This is an optimization exercise on Yosys and OpenROAD, whose aim is small area, a short achievable clock period and few clock cycles per item, not a production implementation.
In this exercise RTL edits were held to simulation tests only and were not proved equivalent to the original.
No activity file was given, so power comes from the tool's default toggle rates.

== run A ==
==> flow/design.v (excerpt) <==
module ifmap_converter
(
	input  logic clk,
	input  logic reset,
	input  logic [64-1:0] in_data,
	input  logic in_empty_n,
	output logic in_read,
	input  logic out_full_n,
	output logic [64-1:0] out_data,
	output logic out_last,
	output logic out_write
);
Size: ~10000 cells after synthesis, ~140 I/O pins, about 0.17 mm² of cells after synthesis.
clock: 5.0 ns
lec_check: 0
cap_margin: 20
core_margin: 2
core_utilization: 45
cts_cluster_diameter: 100
cts_cluster_size: 20
slew_margin: 20
run.sh (not shown) runs the stock make flow with config.mk's settings and CLKGATE_MAP_FILE= SYNTH_SCRIPT=/design/flow/synth_recipe.tcl, a recipe that flattens the netlist after the stock synthesis.
Testbench counts of run A, summed over its fixed seeds: cycles 8,704, tiles 128.
Relative to run A, the following input files were edited for run B:
Settings: SETUP_SLACK_MARGIN: unset -> 2.3.
[summary]
Compared with run A, run B ends up with a larger final cell area. Summary of run B over run A: via count went up; met2 global-route usage went up.
Inputs modified between run B and run C:
Settings: a change of SETUP_SLACK_MARGIN from 2.3 to 2.6.
--- outcome ---
The sequential share of layout area of run C falls short of that of run B by 2.3 points. Run B vs run C, standard cell with the maximum stage delay on the critical path: sky130_fd_sc_hd__nand4_1 vs sky130_fd_sc_hd__dfrtp_2. Summary of run C over run B: fraction of area in multi-input gates shows an increase of 0.43 points; setup slack rose 110 ps; met1 track demand over resource in global routing rose 1.0 points; reported combinational group power rose 26%; time the final worst path needs with I/O delays and setup now smaller. Run C vs run B: non-clock buffer share of cell area up in run C. Going from run B to run C, final clock period utilization by the worst path moved down, post-layout instance area moved up, wire length moved up.

========
Setup of rev 12:
ifmap_converter, a different RTL version from the one above (not shown whole).
Size in the first run: ~10000 cells after synthesis, roughly 4700 flip-flops, ~140 I/O pins, about 180000 sq um of cells after synthesis.
make LEC_CHECK=0 CAP_MARGIN=20 CORE_MARGIN=2 CORE_UTILIZATION=45 CTS_CLUSTER_DIAMETER=100 CTS_CLUSTER_SIZE=20 SETUP_SLACK_MARGIN=2.3 SLEW_MARGIN=20 finish   # period 5.0 ns
Rev 12: done, clean on timing, DRC and antenna
Testbench counts of rev 12, summed over its fixed seeds: cycles 8,712, tiles 128.
Modified inputs, rev 13 compared to rev 12
Settings: SETUP_SLACK_MARGIN now 2.5, was 2.3.
[summary]
For the sequential share of layout area, rev 13 came in 1.5 points lower than rev 12 did. In the route summary, rev 13 ends up with a via count exceeding that of rev 12. Going from rev 12 to rev 13, total power grew by about 1.6%; utilization of the core after routing grew by 1.1 points; worst slack on hold paths shrank by 0.013 ns; worst setup slack shrank by 0.019 ns. When rev 13 is set beside rev 12, its part of the power in combinational logic turns out to be 1.4 points larger. Rev 13 against rev 12: number of cells in the finished layout apart from fillers up about 1.3%, share of the clock period used by the worst path went up. Relative to rev 12, share of power burned in the clock network decreased by 0.3 points in rev 13.

========
ifmap_converter, a different RTL version from the one above (not shown whole).
Size: ~10000 cells after synthesis, roughly 4700 flip-flops, about 140 I/O pins, roughly 0.18 mm2 of cells after synthesis.
export LEC_CHECK = 0
export CAP_MARGIN = 20
export CORE_MARGIN = 2
export CORE_UTILIZATION = 45
export CTS_CLUSTER_DIAMETER = 100
export CTS_CLUSTER_SIZE = 20
export SETUP_SLACK_MARGIN = 2.3
export SLEW_MARGIN = 20
create_clock -name core_clock -period 5.0 [get_ports {clk}]
Testbench counts at the start, summed over its fixed seeds: cycles 8,712, tiles 128.
Edit:
Settings changed: SETUP_SLACK_MARGIN 2.3 to 2.5.
What happened: The changed run completed with no timing, DRC or antenna violations; register-to-register slack gains 0.25 ns; utilization went up by 0.23 points; power stays flat; final area went up by 0.47%.
Edit:
Settings changed: CORE_UTILIZATION 45 to 50.
Result:
- clock-buffer cell count goes down by 19
- register-to-register slack degrades by 0.03 ns
- power grows slightly

========
v6:
ifmap_converter, a different RTL version from the one above (not shown whole).
Size: roughly 11000 cells after synthesis, about 140 I/O pins.
Settings: LEC_CHECK=0, CAP_MARGIN=20, CORE_MARGIN=2, CORE_UTILIZATION=45, CTS_CLUSTER_DIAMETER=100, CTS_CLUSTER_SIZE=20, SETUP_SLACK_MARGIN=2.4, SLEW_MARGIN=20; clock period 5.0 ns.
v6 ended with every stage complete and zero timing, DRC or antenna violations.
Testbench counts of v6, summed over its fixed seeds: cycles 8,712, tiles 128.
Edits applied to the flow inputs when going from v6 to v7:
- a change of SETUP_SLACK_MARGIN from 2.4 to 2.5
[summary]
Largest fanout of any net on the critical path: v6 and v7 compared, higher one is v6
Reported for v6 and v7, simple-gate area share of the yosys netlist turned out identical to the last digit.
out_last as the endpoint of the worst setup timing path was reported by v7, and reader_i.s2_data[15] by v6.
[compare] base=v6 new=v7: transition at the pin with the smallest max-transition slack down 150 ps, worst setup slack shows an increase of 91 ps, power per cell area neither gained nor lost much, total of plain and repair buffers excluding clock buffers increased about 10%, cell count now sits higher.
Compared to v6, v7 has worst hold slack 7.1 ps lower.
Status: clock power share parity (v6, v7)
v6 reports its launching instance or port of the critical path as reader_i.s1_p[0] while v7 reports reader_i.out_last.
The wire length on met2 number comes out higher for v6 vs v7.

## re-timing with driven ports
The results above use ideal ports. As a check the final layouts listed here were re-extracted and re-timed, cells and wires unchanged. Step 1 assumes that a clkbuf_16 drives the clock port and a buf_2 every other input. Step 2 moves the port delays by t, midway between the first and last clock arrival at a register: inputs arrive t later, outputs are due t later. That takes back most of the time a late clock gives input paths. Slacks: ideal / step 1 / step 2; pairs: ideal / step 1.
run | t, ns | setup slack, ns | worst setup path after step 2
run A | 1.059 | 1.500 / 1.500 / 1.267 | input to register
run B | 1.061 | 2.238 / 2.194 / 1.444 | input to register
run C | 1.047 | 2.349 / 2.239 / 1.638 | input to register
rev 12 | 1.058 | 2.106 / 2.106 / 1.233 | input to register
rev 13 | 1.056 | 2.087 / 2.087 / 1.466 | input to register
the first run of note 3 | 1.057 | 2.244 / 2.215 / 1.367 | input to register
the second run of note 3 | 1.055 | 2.387 / 2.267 / 1.643 | input to register
the third run of note 3 | 1.046 | 2.366 / 2.258 / 1.599 | input to register
v6 | 1.076 | 2.265 / 2.234 / 1.327 | input to register
v7 | 1.051 | 2.356 / 2.245 / 1.534 | input to register
After both steps setup and hold are still met in every run listed. For v6, which loses most, drivers alone change the setup slack by -0.031 ns; drivers and shift together by -0.938 ns.
